Context: an optimization exercise on an open-source flow, tuned for small area. The choices shown serve that exercise and are no tape-out recipe. No functional check of the RTL was part of this run.

`flow/flow/run.sh`:
```
#!/bin/bash
# The standard layout, with each port buffered by the smallest buffer
# (buf_1) instead of the one buffer_ports picks by default.
set -euo pipefail
export BUFFER_PORTS_ARGS="-buffer_cell sky130_fd_sc_hd__buf_1"
bash standard.sh > standard.log 2>&1
```
`flow/standard.sh`:
```
#!/bin/bash
# synth_recipe.tcl (not shown) runs the flow's synth.tcl, then flattens the netlist and writes it again
# the make line also repeats each setting of config.mk as NAME=value (left out here)
make -C /OpenROAD-flow-scripts/flow DESIGN_CONFIG=/design/flow/config.mk WORK_HOME=/design/flow/orfs CLKGATE_MAP_FILE= SYNTH_SCRIPT=/design/flow/synth_recipe.tcl "${@:-finish}"
```
`flow/config.mk`:
```
export PLATFORM = sky130hd
export DESIGN_NAME = snakeArenaTop
export DESIGN_NICKNAME = snakeArenaTop
export VERILOG_FILES = /design/flow/design.v
export SDC_FILE = /design/flow/constraint.sdc
export NUM_CORES = 4
export LEC_CHECK = 0
export CAP_MARGIN = 20
export CORE_MARGIN = 2
export CORE_UTILIZATION = 40
export CTS_BUF_LIST = sky130_fd_sc_hd__clkbuf_4
export SLEW_MARGIN = 20
export SYNTH_HIERARCHICAL = 1
```
`flow/constraint.sdc`:
```
create_clock -name core_clock -period 14.0 [get_ports {vga_clk}]
set_input_delay 2.8000 -clock core_clock [delete_from_list [all_inputs] [get_ports {vga_clk}]]
set_output_delay 2.8000 -clock core_clock [all_outputs]
set_load 0.01 [all_outputs]
```
`flow/design.v`:
```
package snakeArenaPkg;
	typedef logic [9:0] coordT;
	typedef logic [1:0] healthT;
	typedef union packed {
		struct packed {
			logic [3:0] red;
			logic [3:0] green;
			logic [3:0] blue;
		} ch;
		logic [11:0] raw;
	} pixelColor;
	localparam int SPRITE_HALF = 12;
	localparam logic [11:0] TRANSPARENT_KEY = 12'hF0F;
	localparam int HEART_HALF = 8;
	localparam coordT HEART_ROW_Y = 10'd470;
	localparam int NUM_HEARTS = 3;
	localparam logic [29:0] HEART1_X = {10'd43, 10'd28, 10'd13};
	localparam logic [29:0] HEART2_X = {10'd627, 10'd612, 10'd597};
	localparam logic [11:0] HEART_COLOR = 12'hF00;
	localparam logic [11:0] VENOM_COLOR = 12'h000;
endpackage
`timescale 1ns/1ps
import snakeArenaPkg::*;
module spriteHitTest #(
	parameter int NUM_VENOMS = 3
) (
	input  snakeArenaPkg::coordT     drawX,
	input  snakeArenaPkg::coordT     drawY,
	input  snakeArenaPkg::coordT     snake1X,
	input  snakeArenaPkg::coordT     snake1Y,
	input  snakeArenaPkg::coordT     snake2X,
	input  snakeArenaPkg::coordT     snake2Y,
	input  logic [NUM_VENOMS*10-1:0]     venomX,
	input  logic [NUM_VENOMS*10-1:0]     venomY,
	input  logic [NUM_VENOMS*10-1:0]     venomR,
	input  logic [NUM_VENOMS-1:0] venomActive,
	input  snakeArenaPkg::pixelColor snake1Pixel,
	input  snakeArenaPkg::pixelColor snake2Pixel,
	output logic      snake1On,
	output logic      snake2On,
	output logic [NUM_VENOMS-1:0] venomOn
);
	snakeArenaPkg::coordT nx;
	snakeArenaPkg::coordT ny;
	assign nx = ~drawX;
	assign ny = ~drawY;
	logic s1x, s1y, s2x, s2y;
	headAxis i_s1x (.np(nx), .c(snake1X), .near(s1x));
	headAxis i_s1y (.np(ny), .c(snake1Y), .near(s1y));
	headAxis i_s2x (.np(nx), .c(snake2X), .near(s2x));
	headAxis i_s2y (.np(ny), .c(snake2Y), .near(s2y));
	assign snake1On = s1x && s1y && (snake1Pixel.raw != TRANSPARENT_KEY);
	assign snake2On = s2x && s2y && (snake2Pixel.raw != TRANSPARENT_KEY);
	for (genvar i = 0; i < NUM_VENOMS; i++) begin : gVenom
		logic hit;
		venomCircle i_circle (
			.nx(nx), .ny(ny),
			.cx(venomX[10*i +: 10]), .cy(venomY[10*i +: 10]), .r(venomR[10*i +: 10]),
			.hit(hit)
		);
		assign venomOn[i] = venomActive[i] && hit;
	end
endmodule
module headAxis (
	input  logic [9:0] np,
	input  logic [9:0] c,
	output logic       near
);
	logic [10:1] k;
	logic [9:0] d;
	logic neg;
	assign d[0] = ~(c[0] ^ np[0]);
	assign k[1] = c[0] | np[0];
	for (genvar i = 1; i < 10; i++) begin : gBit
		fullAdd u_fa (.a(c[i]), .b(np[i]), .c(k[i]), .s(d[i]), .co(k[i+1]));
	end
	assign neg = ~k[10];
	assign near = neg ? ((&d[9:4]) && (d[3:0] >= 4'd5)) :
		(~(|d[9:4]) && (d[3:0] <= 4'd12));
endmodule
module fullAdd (
	input  logic a,
	input  logic b,
	input  logic c,
	output logic s,
	output logic co
);
	assign s = a ^ b ^ c;
	assign co = (a & b) | (a & c) | (b & c);
endmodule
module norCell (
	input  logic a,
	input  logic b,
	output logic y
);
	assign y = ~(a | b);
endmodule
module venomCircle (
	input  logic [9:0] nx,
	input  logic [9:0] ny,
	input  logic [9:0] cx,
	input  logic [9:0] cy,
	input  logic [9:0] r,
	output logic       hit
);
	logic [9:0] rn;
	assign rn = ~r;
	logic tx_1;
	logic kx_2;
	logic fs3;
	logic fc4;
	logic fs5;
	logic fc6;
	logic fs7;
	logic fc8;
	logic fs9;
	logic fc10;
	logic fs11;
	logic fc12;
	logic fs13;
	logic fc14;
	logic fs15;
	logic fc16;
	logic fs17;
	logic fc18;
	logic fs19;
	logic fc20;
	logic mx_21;
	logic xx_22;
	logic ix_23;
	logic mx_24;
	logic xx_25;
	logic ix_26;
	logic mx_27;
	logic xx_28;
	logic ix_29;
	logic mx_30;
	logic xx_31;
	logic ix_32;
	logic mx_33;
	logic xx_34;
	logic ix_35;
	logic mx_36;
	logic xx_37;
	logic ix_38;
	logic mx_39;
	logic xx_40;
	logic ix_41;
	logic mx_42;
	logic xx_43;
	logic ix_44;
	logic mx_45;
	logic xx_46;
	logic ix_47;
	logic mx_48;
	logic xx_49;
	logic ty_50;
	logic ky_51;
	logic fs52;
	logic fc53;
	logic fs54;
	logic fc55;
	logic fs56;
	logic fc57;
	logic fs58;
	logic fc59;
	logic fs60;
	logic fc61;
	logic fs62;
	logic fc63;
	logic fs64;
	logic fc65;
	logic fs66;
	logic fc67;
	logic fs68;
	logic fc69;
	logic my_70;
	logic xy_71;
	logic iy_72;
	logic my_73;
	logic xy_74;
	logic iy_75;
	logic my_76;
	logic xy_77;
	logic iy_78;
	logic my_79;
	logic xy_80;
	logic iy_81;
	logic my_82;
	logic xy_83;
	logic iy_84;
	logic my_85;
	logic xy_86;
	logic iy_87;
	logic my_88;
	logic xy_89;
	logic iy_90;
	logic my_91;
	logic xy_92;
	logic iy_93;
	logic my_94;
	logic xy_95;
	logic iy_96;
	logic my_97;
	logic xy_98;
	logic rp99;
	logic rp100;
	logic rp101;
	logic rp102;
	logic rp103;
	logic rp104;
	logic rp105;
	logic rp106;
	logic rp107;
	logic rp108;
	logic rp109;
	logic rp110;
	logic rp111;
	logic rp112;
	logic rp113;
	logic rp114;
	logic rp115;
	logic rp116;
	logic rp117;
	logic rp118;
	logic rp119;
	logic rp120;
	logic rp121;
	logic rp122;
	logic rp123;
	logic rp124;
	logic rp125;
	logic rp126;
	logic rp127;
	logic rp128;
	logic rp129;
	logic rp130;
	logic rp131;
	logic rp132;
	logic rp133;
	logic rp134;
	logic rp135;
	logic rp136;
	logic rp137;
	logic rp138;
	logic rp139;
	logic rp140;
	logic rp141;
	logic rp142;
	logic rp143;
	logic mc144;
	logic fs145;
	logic fc146;
	logic fs147;
	logic fc148;
	logic fs149;
	logic fc150;
	logic fs151;
	logic fc152;
	logic fs153;
	logic fc154;
	logic fs155;
	logic fc156;
	logic fs157;
	logic fc158;
	logic fs159;
	logic fc160;
	logic fs161;
	logic fc162;
	logic fs163;
	logic fc164;
	logic fs165;
	logic fc166;
	logic fs167;
	logic fc168;
	logic fs169;
	logic fc170;
	logic fs171;
	logic fc172;
	logic fs173;
	logic fc174;
	logic fs175;
	logic fc176;
	logic fs177;
	logic fc178;
	logic fs179;
	logic fc180;
	logic fs181;
	logic fc182;
	logic fs183;
	logic fc184;
	logic fs185;
	logic fc186;
	logic fs187;
	logic fc188;
	logic fs189;
	logic fc190;
	logic fs191;
	logic fc192;
	logic fs193;
	logic fc194;
	logic fs195;
	logic fc196;
	logic fs197;
	logic fc198;
	logic fs199;
	logic fc200;
	logic fs201;
	logic fc202;
	logic fs203;
	logic fc204;
	logic fs205;
	logic fc206;
	logic fs207;
	logic fc208;
	logic fs209;
	logic fc210;
	logic fs211;
	logic fc212;
	logic fs213;
	logic fc214;
	logic fs215;
	logic fc216;
	logic fs217;
	logic fc218;
	logic fs219;
	logic fc220;
	logic fs221;
	logic fc222;
	logic fs223;
	logic fc224;
	logic fs225;
	logic fc226;
	logic fs227;
	logic fc228;
	logic fs229;
	logic fc230;
	logic fs231;
	logic fc232;
	logic fs233;
	logic fc234;
	logic fs235;
	logic fc236;
	logic fs237;
	logic fc238;
	logic fs239;
	logic fc240;
	logic fs241;
	logic fc242;
	logic fs243;
	logic fc244;
	logic fs245;
	logic fc246;
	logic fs247;
	logic fc248;
	logic fs249;
	logic fc250;
	logic fs251;
	logic fc252;
	logic fs253;
	logic fc254;
	logic fs255;
	logic fc256;
	logic fs257;
	logic fc258;
	logic fs259;
	logic fc260;
	logic fs261;
	logic fc262;
	logic fs263;
	logic fc264;
	logic fs265;
	logic fc266;
	logic fs267;
	logic fc268;
	logic fs269;
	logic fc270;
	logic fs271;
	logic fc272;
	logic fs273;
	logic fc274;
	logic fs275;
	logic fc276;
	logic fs277;
	logic fc278;
	logic fs279;
	logic fc280;
	logic fs281;
	logic fc282;
	logic fs283;
	logic fc284;
	logic fs285;
	logic fc286;
	logic fs287;
	logic fc288;
	logic fs289;
	logic fc290;
	logic fs291;
	logic fc292;
	logic fs293;
	logic fc294;
	logic fs295;
	logic fc296;
	logic fs297;
	logic fc298;
	logic fs299;
	logic fc300;
	logic fs301;
	logic fc302;
	logic fs303;
	logic fc304;
	logic fs305;
	logic fc306;
	logic fs307;
	logic fc308;
	logic fs309;
	logic fc310;
	logic fs311;
	logic fc312;
	logic fs313;
	logic fc314;
	logic fs315;
	logic fc316;
	logic fs317;
	logic fc318;
	logic fs319;
	logic fc320;
	logic mc321;
	logic fs322;
	logic fc323;
	logic fs324;
	logic fc325;
	logic fs326;
	logic fc327;
	logic fs328;
	logic fc329;
	logic fs330;
	logic fc331;
	logic fs332;
	logic fc333;
	logic fs334;
	logic fc335;
	logic fs336;
	logic fc337;
	logic fs338;
	logic fc339;
	logic fs340;
	logic fc341;
	logic fs342;
	logic fc343;
	logic fs344;
	logic fc345;
	logic fs346;
	logic fc347;
	logic mc348;
	logic fs349;
	logic fc350;
	logic fs351;
	logic fc352;
	logic fs353;
	logic fc354;
	logic fs355;
	logic fc356;
	logic fs357;
	logic fc358;
	logic fs359;
	logic fc360;
	logic fs361;
	logic fc362;
	logic fs363;
	logic fc364;
	logic fs365;
	logic fc366;
	logic fs367;
	logic fc368;
	logic mc369;
	logic fs370;
	logic fc371;
	logic fs372;
	logic fc373;
	logic fs374;
	logic fc375;
	logic fs376;
	logic fc377;
	logic fs378;
	logic fc379;
	logic fs380;
	logic fc381;
	logic fs382;
	logic fc383;
	logic fs384;
	logic fc385;
	logic fs386;
	logic fc387;
	logic fs388;
	logic fc389;
	logic mc390;
	logic fs391;
	logic fc392;
	logic fs393;
	logic fc394;
	logic fs395;
	logic fc396;
	logic fs397;
	logic fc398;
	logic fs399;
	logic fc400;
	logic fs401;
	logic fc402;
	logic fs403;
	logic fc404;
	logic mc405;
	logic fs406;
	logic fc407;
	logic fs408;
	logic fc409;
	logic fs410;
	logic fc411;
	logic fs412;
	logic fc413;
	logic fs414;
	logic fc415;
	logic fs416;
	logic fc417;
	logic fs418;
	logic fc419;
	logic mc420;
	logic fs421;
	logic fc422;
	logic fs423;
	logic fc424;
	logic fs425;
	logic fc426;
	logic fs427;
	logic fc428;
	logic mc429;
	logic fs430;
	logic fc431;
	logic fs432;
	logic fc433;
	logic fs434;
	logic fc435;
	logic fs436;
	logic fc437;
	logic mc438;
	logic fs439;
	logic fc440;
	logic mc441;
	logic ac442;
	logic s443;
	assign tx_1 = ~(cx[0] ^ nx[0]);
	assign kx_2 = cx[0] | nx[0];
	fullAdd u4 (.a(cx[1]), .b(nx[1]), .c(kx_2), .s(fs3), .co(fc4));
	fullAdd u6 (.a(cx[2]), .b(nx[2]), .c(fc4), .s(fs5), .co(fc6));
	fullAdd u8 (.a(cx[3]), .b(nx[3]), .c(fc6), .s(fs7), .co(fc8));
	fullAdd u10 (.a(cx[4]), .b(nx[4]), .c(fc8), .s(fs9), .co(fc10));
	fullAdd u12 (.a(cx[5]), .b(nx[5]), .c(fc10), .s(fs11), .co(fc12));
	fullAdd u14 (.a(cx[6]), .b(nx[6]), .c(fc12), .s(fs13), .co(fc14));
	fullAdd u16 (.a(cx[7]), .b(nx[7]), .c(fc14), .s(fs15), .co(fc16));
	fullAdd u18 (.a(cx[8]), .b(nx[8]), .c(fc16), .s(fs17), .co(fc18));
	fullAdd u20 (.a(cx[9]), .b(nx[9]), .c(fc18), .s(fs19), .co(fc20));
	assign mx_21 = ~(tx_1 ^ fc20);
	assign xx_22 = mx_21 ^ ~fc20;
	assign ix_23 = mx_21 & ~fc20;
	assign mx_24 = ~(fs3 ^ fc20);
	assign xx_25 = mx_24 ^ ix_23;
	assign ix_26 = mx_24 & ix_23;
	assign mx_27 = ~(fs5 ^ fc20);
	assign xx_28 = mx_27 ^ ix_26;
	assign ix_29 = mx_27 & ix_26;
	assign mx_30 = ~(fs7 ^ fc20);
	assign xx_31 = mx_30 ^ ix_29;
	assign ix_32 = mx_30 & ix_29;
	assign mx_33 = ~(fs9 ^ fc20);
	assign xx_34 = mx_33 ^ ix_32;
	assign ix_35 = mx_33 & ix_32;
	assign mx_36 = ~(fs11 ^ fc20);
	assign xx_37 = mx_36 ^ ix_35;
	assign ix_38 = mx_36 & ix_35;
	assign mx_39 = ~(fs13 ^ fc20);
	assign xx_40 = mx_39 ^ ix_38;
	assign ix_41 = mx_39 & ix_38;
	assign mx_42 = ~(fs15 ^ fc20);
	assign xx_43 = mx_42 ^ ix_41;
	assign ix_44 = mx_42 & ix_41;
	assign mx_45 = ~(fs17 ^ fc20);
	assign xx_46 = mx_45 ^ ix_44;
	assign ix_47 = mx_45 & ix_44;
	assign mx_48 = ~(fs19 ^ fc20);
	assign xx_49 = mx_48 ^ ix_47;
	assign ty_50 = ~(cy[0] ^ ny[0]);
	assign ky_51 = cy[0] | ny[0];
	fullAdd u53 (.a(cy[1]), .b(ny[1]), .c(ky_51), .s(fs52), .co(fc53));
	fullAdd u55 (.a(cy[2]), .b(ny[2]), .c(fc53), .s(fs54), .co(fc55));
	fullAdd u57 (.a(cy[3]), .b(ny[3]), .c(fc55), .s(fs56), .co(fc57));
	fullAdd u59 (.a(cy[4]), .b(ny[4]), .c(fc57), .s(fs58), .co(fc59));
	fullAdd u61 (.a(cy[5]), .b(ny[5]), .c(fc59), .s(fs60), .co(fc61));
	fullAdd u63 (.a(cy[6]), .b(ny[6]), .c(fc61), .s(fs62), .co(fc63));
	fullAdd u65 (.a(cy[7]), .b(ny[7]), .c(fc63), .s(fs64), .co(fc65));
	fullAdd u67 (.a(cy[8]), .b(ny[8]), .c(fc65), .s(fs66), .co(fc67));
	fullAdd u69 (.a(cy[9]), .b(ny[9]), .c(fc67), .s(fs68), .co(fc69));
	assign my_70 = ~(ty_50 ^ fc69);
	assign xy_71 = my_70 ^ ~fc69;
	assign iy_72 = my_70 & ~fc69;
	assign my_73 = ~(fs52 ^ fc69);
	assign xy_74 = my_73 ^ iy_72;
	assign iy_75 = my_73 & iy_72;
	assign my_76 = ~(fs54 ^ fc69);
	assign xy_77 = my_76 ^ iy_75;
	assign iy_78 = my_76 & iy_75;
	assign my_79 = ~(fs56 ^ fc69);
	assign xy_80 = my_79 ^ iy_78;
	assign iy_81 = my_79 & iy_78;
	assign my_82 = ~(fs58 ^ fc69);
	assign xy_83 = my_82 ^ iy_81;
	assign iy_84 = my_82 & iy_81;
	assign my_85 = ~(fs60 ^ fc69);
	assign xy_86 = my_85 ^ iy_84;
	assign iy_87 = my_85 & iy_84;
	assign my_88 = ~(fs62 ^ fc69);
	assign xy_89 = my_88 ^ iy_87;
	assign iy_90 = my_88 & iy_87;
	assign my_91 = ~(fs64 ^ fc69);
	assign xy_92 = my_91 ^ iy_90;
	assign iy_93 = my_91 & iy_90;
	assign my_94 = ~(fs66 ^ fc69);
	assign xy_95 = my_94 ^ iy_93;
	assign iy_96 = my_94 & iy_93;
	assign my_97 = ~(fs68 ^ fc69);
	assign xy_98 = my_97 ^ iy_96;
	norCell u99 (.a(rn[0]), .b(rn[1]), .y(rp99));
	norCell u100 (.a(rn[0]), .b(rn[2]), .y(rp100));
	norCell u101 (.a(rn[0]), .b(rn[3]), .y(rp101));
	norCell u102 (.a(rn[0]), .b(rn[4]), .y(rp102));
	norCell u103 (.a(rn[0]), .b(rn[5]), .y(rp103));
	norCell u104 (.a(rn[0]), .b(rn[6]), .y(rp104));
	norCell u105 (.a(rn[0]), .b(rn[7]), .y(rp105));
	norCell u106 (.a(rn[0]), .b(rn[8]), .y(rp106));
	norCell u107 (.a(rn[0]), .b(rn[9]), .y(rp107));
	norCell u108 (.a(rn[1]), .b(rn[2]), .y(rp108));
	norCell u109 (.a(rn[1]), .b(rn[3]), .y(rp109));
	norCell u110 (.a(rn[1]), .b(rn[4]), .y(rp110));
	norCell u111 (.a(rn[1]), .b(rn[5]), .y(rp111));
	norCell u112 (.a(rn[1]), .b(rn[6]), .y(rp112));
	norCell u113 (.a(rn[1]), .b(rn[7]), .y(rp113));
	norCell u114 (.a(rn[1]), .b(rn[8]), .y(rp114));
	norCell u115 (.a(rn[1]), .b(rn[9]), .y(rp115));
	norCell u116 (.a(rn[2]), .b(rn[3]), .y(rp116));
	norCell u117 (.a(rn[2]), .b(rn[4]), .y(rp117));
	norCell u118 (.a(rn[2]), .b(rn[5]), .y(rp118));
	norCell u119 (.a(rn[2]), .b(rn[6]), .y(rp119));
	norCell u120 (.a(rn[2]), .b(rn[7]), .y(rp120));
	norCell u121 (.a(rn[2]), .b(rn[8]), .y(rp121));
	norCell u122 (.a(rn[2]), .b(rn[9]), .y(rp122));
	norCell u123 (.a(rn[3]), .b(rn[4]), .y(rp123));
	norCell u124 (.a(rn[3]), .b(rn[5]), .y(rp124));
	norCell u125 (.a(rn[3]), .b(rn[6]), .y(rp125));
	norCell u126 (.a(rn[3]), .b(rn[7]), .y(rp126));
	norCell u127 (.a(rn[3]), .b(rn[8]), .y(rp127));
	norCell u128 (.a(rn[3]), .b(rn[9]), .y(rp128));
	norCell u129 (.a(rn[4]), .b(rn[5]), .y(rp129));
	norCell u130 (.a(rn[4]), .b(rn[6]), .y(rp130));
	norCell u131 (.a(rn[4]), .b(rn[7]), .y(rp131));
	norCell u132 (.a(rn[4]), .b(rn[8]), .y(rp132));
	norCell u133 (.a(rn[4]), .b(rn[9]), .y(rp133));
	norCell u134 (.a(rn[5]), .b(rn[6]), .y(rp134));
	norCell u135 (.a(rn[5]), .b(rn[7]), .y(rp135));
	norCell u136 (.a(rn[5]), .b(rn[8]), .y(rp136));
	norCell u137 (.a(rn[5]), .b(rn[9]), .y(rp137));
	norCell u138 (.a(rn[6]), .b(rn[7]), .y(rp138));
	norCell u139 (.a(rn[6]), .b(rn[8]), .y(rp139));
	norCell u140 (.a(rn[6]), .b(rn[9]), .y(rp140));
	norCell u141 (.a(rn[7]), .b(rn[8]), .y(rp141));
	norCell u142 (.a(rn[7]), .b(rn[9]), .y(rp142));
	norCell u143 (.a(rn[8]), .b(rn[9]), .y(rp143));
	assign mc144 = (r[0] & ~(xx_22)) | (r[0] & ~(xy_71)) | (~(xx_22) & ~(xy_71));
	fullAdd u146 (.a(r[1]), .b(rp99), .c(~(xx_25)), .s(fs145), .co(fc146));
	fullAdd u148 (.a(~(xy_74)), .b(mc144), .c(~((xx_22 & xx_25))), .s(fs147), .co(fc148));
	fullAdd u150 (.a(~((xy_71 & xy_74))), .b(fs145), .c(fs147), .s(fs149), .co(fc150));
	fullAdd u152 (.a(rp100), .b(~((xx_22 & xx_28))), .c(~((xy_71 & xy_77))), .s(fs151), .co(fc152));
	fullAdd u154 (.a(fc146), .b(fc148), .c(fs151), .s(fs153), .co(fc154));
	fullAdd u156 (.a(fc150), .b(fs149), .c(fs153), .s(fs155), .co(fc156));
	fullAdd u158 (.a(r[2]), .b(rp101), .c(rp108), .s(fs157), .co(fc158));
	fullAdd u160 (.a(fs157), .b(~(xx_28)), .c(~(xy_77)), .s(fs159), .co(fc160));
	fullAdd u162 (.a(~((xx_25 & xx_28))), .b(~((xy_74 & xy_77))), .c(~((xx_22 & xx_31))), .s(fs161), .co(fc162));
	fullAdd u164 (.a(~((xy_71 & xy_80))), .b(fs159), .c(fc152), .s(fs163), .co(fc164));
	fullAdd u166 (.a(fs161), .b(fc154), .c(fs163), .s(fs165), .co(fc166));
	fullAdd u168 (.a(fc156), .b(fs155), .c(fs165), .s(fs167), .co(fc168));
	fullAdd u170 (.a(rp102), .b(rp109), .c(fc158), .s(fs169), .co(fc170));
	fullAdd u172 (.a(fs169), .b(~((xx_25 & xx_31))), .c(~((xy_74 & xy_80))), .s(fs171), .co(fc172));
	fullAdd u174 (.a(fc160), .b(~((xx_22 & xx_34))), .c(~((xy_71 & xy_83))), .s(fs173), .co(fc174));
	fullAdd u176 (.a(fc162), .b(fs171), .c(fs173), .s(fs175), .co(fc176));
	fullAdd u178 (.a(fc164), .b(fs175), .c(fc166), .s(fs177), .co(fc178));
	fullAdd u180 (.a(fc168), .b(fs167), .c(fs177), .s(fs179), .co(fc180));
	fullAdd u182 (.a(r[3]), .b(rp103), .c(rp110), .s(fs181), .co(fc182));
	fullAdd u184 (.a(rp116), .b(fs181), .c(fc170), .s(fs183), .co(fc184));
	fullAdd u186 (.a(fs183), .b(~(xx_31)), .c(~(xy_80)), .s(fs185), .co(fc186));
	fullAdd u188 (.a(~((xx_28 & xx_31))), .b(~((xy_77 & xy_80))), .c(~((xx_25 & xx_34))), .s(fs187), .co(fc188));
	fullAdd u190 (.a(~((xy_74 & xy_83))), .b(fs185), .c(~((xx_22 & xx_37))), .s(fs189), .co(fc190));
	fullAdd u192 (.a(~((xy_71 & xy_86))), .b(fc172), .c(fc174), .s(fs191), .co(fc192));
	fullAdd u194 (.a(fs187), .b(fs189), .c(fc176), .s(fs193), .co(fc194));
	fullAdd u196 (.a(fs191), .b(fs193), .c(fc178), .s(fs195), .co(fc196));
	fullAdd u198 (.a(fc180), .b(fs179), .c(fs195), .s(fs197), .co(fc198));
	fullAdd u200 (.a(rp104), .b(rp111), .c(rp117), .s(fs199), .co(fc200));
	fullAdd u202 (.a(fc182), .b(fs199), .c(fc184), .s(fs201), .co(fc202));
	fullAdd u204 (.a(fs201), .b(~((xx_28 & xx_34))), .c(~((xy_77 & xy_83))), .s(fs203), .co(fc204));
	fullAdd u206 (.a(fc186), .b(~((xx_25 & xx_37))), .c(~((xy_74 & xy_86))), .s(fs205), .co(fc206));
	fullAdd u208 (.a(~((xx_22 & xx_40))), .b(~((xy_71 & xy_89))), .c(fc188), .s(fs207), .co(fc208));
	fullAdd u210 (.a(fs203), .b(fc190), .c(fs205), .s(fs209), .co(fc210));
	fullAdd u212 (.a(fc192), .b(fs207), .c(fs209), .s(fs211), .co(fc212));
	fullAdd u214 (.a(fc194), .b(fs211), .c(fc196), .s(fs213), .co(fc214));
	fullAdd u216 (.a(fc198), .b(fs197), .c(fs213), .s(fs215), .co(fc216));
	fullAdd u218 (.a(r[4]), .b(rp105), .c(rp112), .s(fs217), .co(fc218));
	fullAdd u220 (.a(rp118), .b(rp123), .c(fc200), .s(fs219), .co(fc220));
	fullAdd u222 (.a(fs217), .b(fs219), .c(fc202), .s(fs221), .co(fc222));
	fullAdd u224 (.a(fs221), .b(~(xx_34)), .c(~(xy_83)), .s(fs223), .co(fc224));
	fullAdd u226 (.a(~((xx_31 & xx_34))), .b(~((xy_80 & xy_83))), .c(~((xx_28 & xx_37))), .s(fs225), .co(fc226));
	fullAdd u228 (.a(~((xy_77 & xy_86))), .b(fs223), .c(~((xx_25 & xx_40))), .s(fs227), .co(fc228));
	fullAdd u230 (.a(~((xy_74 & xy_89))), .b(~((xx_22 & xx_43))), .c(~((xy_71 & xy_92))), .s(fs229), .co(fc230));
	fullAdd u232 (.a(fc204), .b(fc206), .c(fs225), .s(fs231), .co(fc232));
	fullAdd u234 (.a(fs227), .b(fs229), .c(fc208), .s(fs233), .co(fc234));
	fullAdd u236 (.a(fc210), .b(fs231), .c(fs233), .s(fs235), .co(fc236));
	fullAdd u238 (.a(fc212), .b(fs235), .c(fc214), .s(fs237), .co(fc238));
	fullAdd u240 (.a(fc216), .b(fs215), .c(fs237), .s(fs239), .co(fc240));
	fullAdd u242 (.a(rp106), .b(rp113), .c(rp119), .s(fs241), .co(fc242));
	fullAdd u244 (.a(rp124), .b(fc218), .c(fs241), .s(fs243), .co(fc244));
	fullAdd u246 (.a(fc220), .b(fs243), .c(fc222), .s(fs245), .co(fc246));
	fullAdd u248 (.a(fs245), .b(~((xx_31 & xx_37))), .c(~((xy_80 & xy_86))), .s(fs247), .co(fc248));
	fullAdd u250 (.a(fc224), .b(~((xx_28 & xx_40))), .c(~((xy_77 & xy_89))), .s(fs249), .co(fc250));
	fullAdd u252 (.a(~((xx_25 & xx_43))), .b(~((xy_74 & xy_92))), .c(~((xx_22 & xx_46))), .s(fs251), .co(fc252));
	fullAdd u254 (.a(~((xy_71 & xy_95))), .b(fc226), .c(fs247), .s(fs253), .co(fc254));
	fullAdd u256 (.a(fc228), .b(fs249), .c(fc230), .s(fs255), .co(fc256));
	fullAdd u258 (.a(fs251), .b(fc232), .c(fs253), .s(fs257), .co(fc258));
	fullAdd u260 (.a(fs255), .b(fc234), .c(fs257), .s(fs259), .co(fc260));
	fullAdd u262 (.a(fc236), .b(fs259), .c(fc238), .s(fs261), .co(fc262));
	fullAdd u264 (.a(fc240), .b(fs239), .c(fs261), .s(fs263), .co(fc264));
	fullAdd u266 (.a(r[5]), .b(rp107), .c(rp114), .s(fs265), .co(fc266));
	fullAdd u268 (.a(rp120), .b(rp125), .c(rp129), .s(fs267), .co(fc268));
	fullAdd u270 (.a(fc242), .b(fs265), .c(fs267), .s(fs269), .co(fc270));
	fullAdd u272 (.a(fc244), .b(fs269), .c(fc246), .s(fs271), .co(fc272));
	fullAdd u274 (.a(fs271), .b(~(xx_37)), .c(~(xy_86)), .s(fs273), .co(fc274));
	fullAdd u276 (.a(~((xx_34 & xx_37))), .b(~((xy_83 & xy_86))), .c(~((xx_31 & xx_40))), .s(fs275), .co(fc276));
	fullAdd u278 (.a(~((xy_80 & xy_89))), .b(fs273), .c(~((xx_28 & xx_43))), .s(fs277), .co(fc278));
	fullAdd u280 (.a(~((xy_77 & xy_92))), .b(~((xx_25 & xx_46))), .c(~((xy_74 & xy_95))), .s(fs279), .co(fc280));
	fullAdd u282 (.a(fc248), .b(~((xx_22 & xx_49))), .c(~((xy_71 & xy_98))), .s(fs281), .co(fc282));
	fullAdd u284 (.a(fc250), .b(fs275), .c(fs277), .s(fs283), .co(fc284));
	fullAdd u286 (.a(fc252), .b(fs279), .c(fc254), .s(fs285), .co(fc286));
	fullAdd u288 (.a(fs281), .b(fc256), .c(fs283), .s(fs287), .co(fc288));
	fullAdd u290 (.a(fc258), .b(fs285), .c(fs287), .s(fs289), .co(fc290));
	fullAdd u292 (.a(fc260), .b(fs289), .c(fc262), .s(fs291), .co(fc292));
	fullAdd u294 (.a(fc264), .b(fs263), .c(fs291), .s(fs293), .co(fc294));
	fullAdd u296 (.a(rp115), .b(rp121), .c(rp126), .s(fs295), .co(fc296));
	fullAdd u298 (.a(rp130), .b(fc266), .c(fc268), .s(fs297), .co(fc298));
	fullAdd u300 (.a(fs295), .b(fc270), .c(fs297), .s(fs299), .co(fc300));
	fullAdd u302 (.a(fs299), .b(fc272), .c(~((xx_34 & xx_40))), .s(fs301), .co(fc302));
	fullAdd u304 (.a(~((xy_83 & xy_89))), .b(fc274), .c(~((xx_31 & xx_43))), .s(fs303), .co(fc304));
	fullAdd u306 (.a(~((xy_80 & xy_92))), .b(~((xx_28 & xx_46))), .c(~((xy_77 & xy_95))), .s(fs305), .co(fc306));
	fullAdd u308 (.a(~((xx_25 & xx_49))), .b(~((xy_74 & xy_98))), .c(fc276), .s(fs307), .co(fc308));
	fullAdd u310 (.a(fs301), .b(fc278), .c(fs303), .s(fs309), .co(fc310));
	fullAdd u312 (.a(fc280), .b(fs305), .c(fc282), .s(fs311), .co(fc312));
	fullAdd u314 (.a(fs307), .b(fc284), .c(fs309), .s(fs313), .co(fc314));
	fullAdd u316 (.a(fc286), .b(fs311), .c(fc288), .s(fs315), .co(fc316));
	fullAdd u318 (.a(fs313), .b(fc290), .c(fs315), .s(fs317), .co(fc318));
	fullAdd u320 (.a(fs317), .b(fc292), .c(fc294), .s(fs319), .co(fc320));
	assign mc321 = fs293 | fs319;
	fullAdd u323 (.a(r[6]), .b(rp122), .c(rp127), .s(fs322), .co(fc323));
	fullAdd u325 (.a(rp131), .b(rp134), .c(fc296), .s(fs324), .co(fc325));
	fullAdd u327 (.a(fs322), .b(fc298), .c(fs324), .s(fs326), .co(fc327));
	fullAdd u329 (.a(fc300), .b(fs326), .c(~(xx_40)), .s(fs328), .co(fc329));
	fullAdd u331 (.a(~(xy_89)), .b(~((xx_37 & xx_40))), .c(~((xy_86 & xy_89))), .s(fs330), .co(fc331));
	fullAdd u333 (.a(~((xx_34 & xx_43))), .b(~((xy_83 & xy_92))), .c(fs328), .s(fs332), .co(fc333));
	fullAdd u335 (.a(~((xx_31 & xx_46))), .b(~((xy_80 & xy_95))), .c(~((xx_28 & xx_49))), .s(fs334), .co(fc335));
	fullAdd u337 (.a(~((xy_77 & xy_98))), .b(fc302), .c(fs330), .s(fs336), .co(fc337));
	fullAdd u339 (.a(fc304), .b(fs332), .c(fc306), .s(fs338), .co(fc339));
	fullAdd u341 (.a(fs334), .b(fc308), .c(fs336), .s(fs340), .co(fc341));
	fullAdd u343 (.a(fc310), .b(fs338), .c(fc312), .s(fs342), .co(fc343));
	fullAdd u345 (.a(fs340), .b(fc314), .c(fs342), .s(fs344), .co(fc345));
	fullAdd u347 (.a(fc316), .b(fs344), .c(fc318), .s(fs346), .co(fc347));
	assign mc348 = (fs346 & fc320) | (fs346 & mc321) | (fc320 & mc321);
	fullAdd u350 (.a(rp128), .b(rp132), .c(rp135), .s(fs349), .co(fc350));
	fullAdd u352 (.a(fc323), .b(fs349), .c(fc325), .s(fs351), .co(fc352));
	fullAdd u354 (.a(fc327), .b(fs351), .c(~((xx_37 & xx_43))), .s(fs353), .co(fc354));
	fullAdd u356 (.a(~((xy_86 & xy_92))), .b(fc329), .c(~((xx_34 & xx_46))), .s(fs355), .co(fc356));
	fullAdd u358 (.a(~((xy_83 & xy_95))), .b(~((xx_31 & xx_49))), .c(~((xy_80 & xy_98))), .s(fs357), .co(fc358));
	fullAdd u360 (.a(fc331), .b(fs353), .c(fc333), .s(fs359), .co(fc360));
	fullAdd u362 (.a(fs355), .b(fc335), .c(fs357), .s(fs361), .co(fc362));
	fullAdd u364 (.a(fc337), .b(fs359), .c(fc339), .s(fs363), .co(fc364));
	fullAdd u366 (.a(fs361), .b(fc341), .c(fs363), .s(fs365), .co(fc366));
	fullAdd u368 (.a(fc343), .b(fs365), .c(fc345), .s(fs367), .co(fc368));
	assign mc369 = (fs367 & fc347) | (fs367 & mc348) | (fc347 & mc348);
	fullAdd u371 (.a(r[7]), .b(rp133), .c(rp136), .s(fs370), .co(fc371));
	fullAdd u373 (.a(rp138), .b(fc350), .c(fs370), .s(fs372), .co(fc373));
	fullAdd u375 (.a(fs372), .b(fc352), .c(~(xx_43)), .s(fs374), .co(fc375));
	fullAdd u377 (.a(~(xy_92)), .b(~((xx_40 & xx_43))), .c(~((xy_89 & xy_92))), .s(fs376), .co(fc377));
	fullAdd u379 (.a(~((xx_37 & xx_46))), .b(~((xy_86 & xy_95))), .c(fs374), .s(fs378), .co(fc379));
	fullAdd u381 (.a(~((xx_34 & xx_49))), .b(~((xy_83 & xy_98))), .c(fc354), .s(fs380), .co(fc381));
	fullAdd u383 (.a(fs376), .b(fc356), .c(fs378), .s(fs382), .co(fc383));
	fullAdd u385 (.a(fc358), .b(fs380), .c(fc360), .s(fs384), .co(fc385));
	fullAdd u387 (.a(fs382), .b(fc362), .c(fs384), .s(fs386), .co(fc387));
	fullAdd u389 (.a(fc364), .b(fs386), .c(fc366), .s(fs388), .co(fc389));
	assign mc390 = (fs388 & fc368) | (fs388 & mc369) | (fc368 & mc369);
	fullAdd u392 (.a(rp137), .b(rp139), .c(fc371), .s(fs391), .co(fc392));
	fullAdd u394 (.a(fc373), .b(fs391), .c(~((xx_40 & xx_46))), .s(fs393), .co(fc394));
	fullAdd u396 (.a(~((xy_89 & xy_95))), .b(fc375), .c(~((xx_37 & xx_49))), .s(fs395), .co(fc396));
	fullAdd u398 (.a(~((xy_86 & xy_98))), .b(fc377), .c(fs393), .s(fs397), .co(fc398));
	fullAdd u400 (.a(fc379), .b(fs395), .c(fc381), .s(fs399), .co(fc400));
	fullAdd u402 (.a(fs397), .b(fc383), .c(fs399), .s(fs401), .co(fc402));
	fullAdd u404 (.a(fc385), .b(fs401), .c(fc387), .s(fs403), .co(fc404));
	assign mc405 = (fs403 & fc389) | (fs403 & mc390) | (fc389 & mc390);
	fullAdd u407 (.a(r[8]), .b(rp140), .c(rp141), .s(fs406), .co(fc407));
	fullAdd u409 (.a(fs406), .b(fc392), .c(~(xx_46)), .s(fs408), .co(fc409));
	fullAdd u411 (.a(~(xy_95)), .b(~((xx_43 & xx_46))), .c(~((xy_92 & xy_95))), .s(fs410), .co(fc411));
	fullAdd u413 (.a(~((xx_40 & xx_49))), .b(~((xy_89 & xy_98))), .c(fs408), .s(fs412), .co(fc413));
	fullAdd u415 (.a(fc394), .b(fs410), .c(fc396), .s(fs414), .co(fc415));
	fullAdd u417 (.a(fs412), .b(fc398), .c(fs414), .s(fs416), .co(fc417));
	fullAdd u419 (.a(fc400), .b(fs416), .c(fc402), .s(fs418), .co(fc419));
	assign mc420 = (fs418 & fc404) | (fs418 & mc405) | (fc404 & mc405);
	fullAdd u422 (.a(rp142), .b(fc407), .c(~((xx_43 & xx_49))), .s(fs421), .co(fc422));
	fullAdd u424 (.a(~((xy_92 & xy_98))), .b(fc409), .c(fc411), .s(fs423), .co(fc424));
	fullAdd u426 (.a(fs421), .b(fc413), .c(fs423), .s(fs425), .co(fc426));
	fullAdd u428 (.a(fc415), .b(fs425), .c(fc417), .s(fs427), .co(fc428));
	assign mc429 = (fs427 & fc419) | (fs427 & mc420) | (fc419 & mc420);
	fullAdd u431 (.a(r[9]), .b(rp143), .c(~(xx_49)), .s(fs430), .co(fc431));
	fullAdd u433 (.a(~(xy_98)), .b(~((xx_46 & xx_49))), .c(~((xy_95 & xy_98))), .s(fs432), .co(fc433));
	fullAdd u435 (.a(fs430), .b(fc422), .c(fs432), .s(fs434), .co(fc435));
	fullAdd u437 (.a(fc424), .b(fs434), .c(fc426), .s(fs436), .co(fc437));
	assign mc438 = (fs436 & fc428) | (fs436 & mc429) | (fc428 & mc429);
	fullAdd u440 (.a(fc431), .b(fc433), .c(fc435), .s(fs439), .co(fc440));
	assign mc441 = (fs439 & fc437) | (fs439 & mc438) | (fc437 & mc438);
	assign ac442 = fc440 & mc441;
	assign s443 = ac442;
	assign hit = s443;
endmodule
`timescale 1ns/1ps
import snakeArenaPkg::*;
module healthTracker #(
	parameter int MAX_HEALTH = 3
) (
	input  snakeArenaPkg::coordT  drawX,
	input  snakeArenaPkg::coordT  drawY,
	input  logic   snake2On,
	input  logic   venomOn,
	input  logic   hitLatch,
	input  snakeArenaPkg::healthT snake2Health,
	input  logic   snake1Won,
	output logic   hitLatchNext,
	output snakeArenaPkg::healthT snake2HealthNext,
	output logic   snake1WonNext
);
	logic hitNow;
	logic frameStart;
	logic lose;
	assign hitNow = snake2On && venomOn;
	assign frameStart = (drawX == '0) && (drawY == '0);
	assign hitLatchNext = frameStart ? hitNow : (hitLatch || hitNow);
	assign lose = frameStart && hitLatch && (snake2Health != '0);
	assign snake2HealthNext = lose ? snake2Health - 1'b1 : snake2Health;
	assign snake1WonNext = snake1Won || (lose && (snake2Health == snakeArenaPkg::healthT'(1)));
endmodule
`timescale 1ns/1ps
import snakeArenaPkg::*;
module heartOverlay #(
	parameter int MAX_HEALTH = 3
) (
	input  snakeArenaPkg::coordT  drawX,
	input  snakeArenaPkg::coordT  drawY,
	input  snakeArenaPkg::healthT snake2Health,
	output logic   heartOn
);
	logic rowOn;
	logic p1On;
	logic p2On;
	logic [5:0] xl;
	assign rowOn = (drawY[9:5] == 5'b01110) && (drawY[4:0] >= 5'd14) && (drawY[4:0] != 5'd31);
	assign xl = drawX[5:0];
	assign p1On = (drawX[9:6] == 4'd0) && (xl >= 6'd5) && (xl <= 6'd51);
	assign p2On = (drawX[9:6] == 4'd9) && (xl <= 6'd59) && (
		(snake2Health == 2'd3) ? (xl >= 6'd13) :
		(snake2Health == 2'd2) ? (xl >= 6'd28) :
		(snake2Health == 2'd1) ? (xl >= 6'd43) : 1'b0);
	assign heartOn = rowOn && (p1On || p2On);
endmodule
`timescale 1ns/1ps
import snakeArenaPkg::*;
module pixelCompositor (
	input  logic       blank,
	input  snakeArenaPkg::pixelColor  bgPixel,
	input  snakeArenaPkg::pixelColor  snake1Pixel,
	input  snakeArenaPkg::pixelColor  snake2Pixel,
	input  logic       snake1On,
	input  logic       snake2On,
	input  logic       venomOn,
	input  logic       heartOn,
	output snakeArenaPkg::pixelColor  nextPix
);
	logic use1, use2, useBg;
	logic passN;
	logic heartN;
	logic [11:0] selN;
	assign use1 = snake1On;
	assign use2 = ~snake1On & snake2On;
	assign useBg = ~snake1On & ~snake2On;
	assign passN = ~blank | heartOn | venomOn;
	assign heartN = ~(blank & heartOn);
	for (genvar b = 0; b < 12; b++) begin : gBit
		pixSel i_sel (
			.e1(use1), .e2(use2), .e3(useBg),
			.a(snake1Pixel.raw[b]), .b(snake2Pixel.raw[b]), .c(bgPixel.raw[b]),
			.yN(selN[b])
		);
		if (HEART_COLOR[b]) begin : gRed
			assign nextPix.raw[b] = ~((selN[b] | passN) & heartN);
		end else begin : gOther
			assign nextPix.raw[b] = ~(selN[b] | passN);
		end
	end
endmodule
module pixSel (
	input  logic e1,
	input  logic e2,
	input  logic e3,
	input  logic a,
	input  logic b,
	input  logic c,
	output logic yN
);
	assign yN = ~((e1 & a) | (e2 & b) | (e3 & c));
endmodule
`timescale 1ns/1ps
import snakeArenaPkg::*;
module snakeArenaTop #(
	parameter int NUM_VENOMS = 3,
	parameter int MAX_HEALTH = 3
) (
	input  logic       vga_clk,
	input  logic       rstN,
	input  snakeArenaPkg::coordT      drawX,
	input  snakeArenaPkg::coordT      drawY,
	input  logic       blank,
	input  snakeArenaPkg::coordT      snake1X,
	input  snakeArenaPkg::coordT      snake1Y,
	input  snakeArenaPkg::coordT      snake2X,
	input  snakeArenaPkg::coordT      snake2Y,
	input  logic [NUM_VENOMS*10-1:0]      venomX,
	input  logic [NUM_VENOMS*10-1:0]      venomY,
	input  logic [NUM_VENOMS*10-1:0]      venomR,
	input  logic [NUM_VENOMS-1:0] venomActive,
	input  snakeArenaPkg::pixelColor  bgPixel,
	input  snakeArenaPkg::pixelColor  snake1Pixel,
	input  snakeArenaPkg::pixelColor  snake2Pixel,
	output logic [3:0] red,
	output logic [3:0] green,
	output logic [3:0] blue,
	output snakeArenaPkg::healthT     snake2Health,
	output logic       snake1Won
);
	logic snake1On;
	logic snake2On;
	logic [NUM_VENOMS-1:0] venomOn;
	logic heartOn;
	spriteHitTest #(
		.NUM_VENOMS(NUM_VENOMS)
	) i_spriteHitTest (
		.drawX(drawX), .drawY(drawY),
		.snake1X(snake1X), .snake1Y(snake1Y),
		.snake2X(snake2X), .snake2Y(snake2Y),
		.venomX(venomX), .venomY(venomY), .venomR(venomR),
		.venomActive(venomActive),
		.snake1Pixel(snake1Pixel), .snake2Pixel(snake2Pixel),
		.snake1On(snake1On), .snake2On(snake2On), .venomOn(venomOn)
	);
	logic anyVenom;
	assign anyVenom = |venomOn;
	logic hitLatch;
	logic hitLatchNext;
	snakeArenaPkg::healthT snake2HealthNext;
	logic snake1WonNext;
	healthTracker #(
		.MAX_HEALTH(MAX_HEALTH)
	) i_healthTracker (
		.drawX(drawX), .drawY(drawY),
		.snake2On(snake2On), .venomOn(anyVenom),
		.hitLatch(hitLatch), .snake2Health(snake2Health), .snake1Won(snake1Won),
		.hitLatchNext(hitLatchNext), .snake2HealthNext(snake2HealthNext),
		.snake1WonNext(snake1WonNext)
	);
	always_ff @(posedge vga_clk or negedge rstN) begin
		if (!rstN) begin
			hitLatch <= 1'b0;
			snake2Health <= snakeArenaPkg::healthT'(MAX_HEALTH);
			snake1Won <= 1'b0;
		end else begin
			hitLatch <= hitLatchNext;
			snake2Health <= snake2HealthNext;
			snake1Won <= snake1WonNext;
		end
	end
	heartOverlay #(
		.MAX_HEALTH(MAX_HEALTH)
	) i_heartOverlay (
		.drawX(drawX), .drawY(drawY),
		.snake2Health(snake2Health), .heartOn(heartOn)
	);
	snakeArenaPkg::pixelColor nextPix;
	snakeArenaPkg::pixelColor outPix;
	pixelCompositor i_pixelCompositor (
		.blank(blank),
		.bgPixel(bgPixel), .snake1Pixel(snake1Pixel), .snake2Pixel(snake2Pixel),
		.snake1On(snake1On), .snake2On(snake2On), .venomOn(anyVenom), .heartOn(heartOn),
		.nextPix(nextPix)
	);
	always_ff @(posedge vga_clk or negedge rstN) begin
		if (!rstN) begin
			outPix.raw <= '0;
		end else begin
			outPix <= nextPix;
		end
	end
	assign red = outPix.ch.red;
	assign green = outPix.ch.green;
	assign blue = outPix.ch.blue;
endmodule
```
==> flow_metrics.py <==
metrics = {
    "status": {
        "run_status": "timing/DRC/antenna clean",
    },
    "place": {
        "port_buffers": 206,
        "dpl_cell_area_mm2": 0.01781,
        "hpwlAfterDp_mm": 39.89,
        "dpl_worst_slack_ns": -0.8360,
        "place.gp.congestion": 0.8866,
        "post-place-cells": 2218,
    },
    "synth": {
        "yosysWarnings": 7,
        "syn_area_mm2": 0.01579,
        "syn-num-nets": 2225,
        "synth_edf_count": 0,
        "ys.flop_type": "dfrtp_1",
        "yosys.area.top_type": "fa_1",
        "async_flop_share": 1.000,
        "yosys.cell_count.top_type": "fa_1",
        "synth_top_area_frac": 0.6620,
        "synth_cell_types": 51,
        "synthTopCellsByCount": "fa_1, nand2_1, nor2_1, inv_1, ha_1",
        "synth_cells": 1445,
        "seq_area_frac_synth": 0.02552,
        "syn_area_per_cell_um2": 10.92,
        "synthTopCellsByArea": "fa_1, nand2_1, ha_1, nor2_1, inv_1",
        "ys_ff_latch": 16,
    },
    "sta": {
        "slew_viol_final": 0,
        "rsz0062_at_grt": "true",
        "period_share": 0.9909,
        "period_minus_slack_ns": 13.87,
        "fin_skew_ns": 0.003021,
        "fin_ws_ns": 0.1274,
        "fmax_mhz": 72.08,
        "hold_viol": 0,
        "worst_pin_slew_ns": 0.8209,
        "worst_slew_margin_rel": 0.4527,
        "setup_viol": 0,
        "fin_hold_ws_ns": 0.4705,
    },
    "floorplanning": {
        "die_w_um": 202.7,
        "num_rows": 72,
        "ios": 207,
        "die_area_mm2": 0.04107,
        "die_h_um": 202.7,
        "core_area_mm2": 0.03883,
        "initial_utilization": 0.4065,
    },
    "worst_setup_path": {
        "arrival_ns": 14.09,
        "cp_common_cell": "fa_2",
        "cp.required_ns": 14.21,
        "crit_type": "in -> reg",
        "end_kind": "flop",
        "slowest_stage": "fa_1",
        "startpoint_type": "input pin",
        "slowest_delay_ns": 0.58,
        "crit_fanout": 8,
    },
    "drt": {
        "top_layer": "met5",
        "routed_wl_mm": 44.01,
        "routed-via-count": 11481,
        "ant_nets": 0,
        "drc": 0,
        "wl_met3_mm": 2.775,
        "wl_met1_mm": 17.95,
        "met2_length_mm": 21.70,
        "routed_via_density": 5.146,
        "dr.pass1.iters": 5,
        "detail_route.wl_per_cell_um": 19.72,
        "drt-initial-drc-count": 599,
    },
    "grt": {
        "grt_overflow": 0,
        "antenna_found_initial": 4,
        "grt_start_max_net_pins": 17,
        "grt_first_pass_wirelength_mm": 71.50,
        "grt_pass1_vias": 13238,
        "grt_use_total": 0.2265,
    },
    "flow_run": {
        "drv_cap": 0,
    },
    "cts": {
        "cts_sinks": 16,
        "cts-buffers-inserted": 3,
        "cts_root_buffer": "clkbuf_4",
        "cts_tree": "built",
        "htree_num_levels": 1,
        "clk_latency_ns": 0.27,
        "hold_buffers": 0,
        "clk_pin_slew_ns": 0.09,
        "cts_buffer_depth": 2,
    },
    "final_layout": {
        "regArea_um2": 402.9,
        "nets": 2493,
        "layout-drive-gt1-share": 0.1565,
        "fin_area_mm2": 0.01832,
        "final_cells": 2231,
        "area_delta_synth_final_pct": 16.08,
        "multi_input_comb_area_mm2": 0.01500,
        "nFillCells": 3650,
        "finish.utilization": 0.4719,
    },
    "hold_path": {
        "min_path_type": "reg -> reg",
    },
}
==> worst max-delay path: cells and delay by family <==
family,cells,cell delay [ns]
AO/OA/AOI/OAI,3,0.30
XOR/XNOR,1,0.15
adder cells (fa/ha/maj),23,9.20
buffers and inverters,5,0.39
AND/OR/NAND/NOR,6,1.26
==> flip-flops by register name, indices dropped and copies added, names as in the netlist <==
name / count
hitLatch: 1
snake2Health: 2
outPix: 12
snake1Won: 1
==> Yosys stat by module, one instance, submodules excluded, a selection <==
| module | cell area (um2) | cells |
|---|---|---|
| fullAdd | 20.02 | 1 |
| headAxis | 81.33 | 13 |
| norCell | 3.754 | 1 |
| pixSel | 10.01 | 1 |
| pixelCompositor | 130.1 | 20 |
| snakeArenaTop | 409.1 | 17 |
| venomCircle | 1127 | 205 |
==> path summary, 6_finish.rpt <==
path	from	to	slack (ns)	cells past startpoint
worst max-delay path	drawY[0]	outPix[2]$_DFF_PN0_	0.13	38
max in group asynchronous	rstN	hitLatch$_DFF_PN0_	10.91	1
min in group asynchronous	rstN	outPix[6]$_DFF_PN0_	2.59	1
worst min-delay path	snake1Won$_DFF_PN0_	snake1Won$_DFF_PN0_	0.47	1
worst min register to register	snake1Won$_DFF_PN0_	snake1Won$_DFF_PN0_	0.47	1
worst max register to register	snake2Health[0]$_DFF_PN1_	outPix[2]$_DFF_PN0_	12.27	6
==> cell type report <==
class,instances,area share
antenna,1,0.0001366
multi-input combinational,1226,0.8184
clock buffer,4,0.001639
sequential,16,0.02199
timing repair buffer,324,0.09211
tap,518,0.03537
inverter,142,0.03032
==> timing repair <==
item | CTS | global route
pin swaps | 33 | 35
setup endpoints to repair | 13 | 13
gates resized for setup | 90 | 28
buffers inserted | 7 | 4
endpoints found under the hold margin | 0 | 0
==> per-stage QoR <==
stage / TNS (ns)
6_report: 0
5_1_grt: -2.345
4_1_cts: -0.005100
3_5_place_dp: -9.695
3_3_place_gp: -8.518
2_1_floorplan: 0
==> kinds of logic after synthesis <==
family	share of synthesized area
adder cells (fa/ha/maj)	0.7143
flip-flops	0.02552
multiplexers	0.001268
AND/OR/NAND/NOR	0.1312
buffers and inverters	0.05208
AO/OA/AOI/OAI	0.03559
XOR/XNOR	0.04003
==> layer usage <==
metal	track usage	vias to the layer above
li1	-	4983
met1	0.3020	6033
met2	0.3841	383
met3	0.04093	76
met4	0.05839	6
met5	0	-
==> cells in the final DEF (no fill, tap or decap), types with 13 or more instances in the layout <==
master / count
o22ai_1: 13
buf_1: 202
inv_1: 123
fa_2: 67
xnor2_1: 52
buf_4: 116
dfrtp_1: 14
nand2_1: 280
nor2_1: 146
ha_1: 52
fa_1: 455

==> what the ideal ports hide <==
Ports are ideal in the flow. The routed layout listed here was re-timed in OpenROAD. Step 1 assumes that a clkbuf_16 drives the clock port and a buf_2 every other input. Step 2, shift: input delay + t, output delay - t, t = (earliest + latest rising clock arrival at the registers) / 2. This alone moves slack from input paths to output paths. Slacks: no drivers / after step 1 / after step 2; pairs: no drivers / after step 1.
t, ns: 0.298
slack for setup (ns): 0.127 / 0.092 / -0.207
worst hold slack (ns): 0.470 / 0.470 / 0.470
worst data-port slew with drivers (ns): 0.11
Met with ideal ports but missed after step 2: setup timing in this run. For this run, drivers alone change the setup slack by -0.035 ns; drivers and shift together by -0.334 ns.
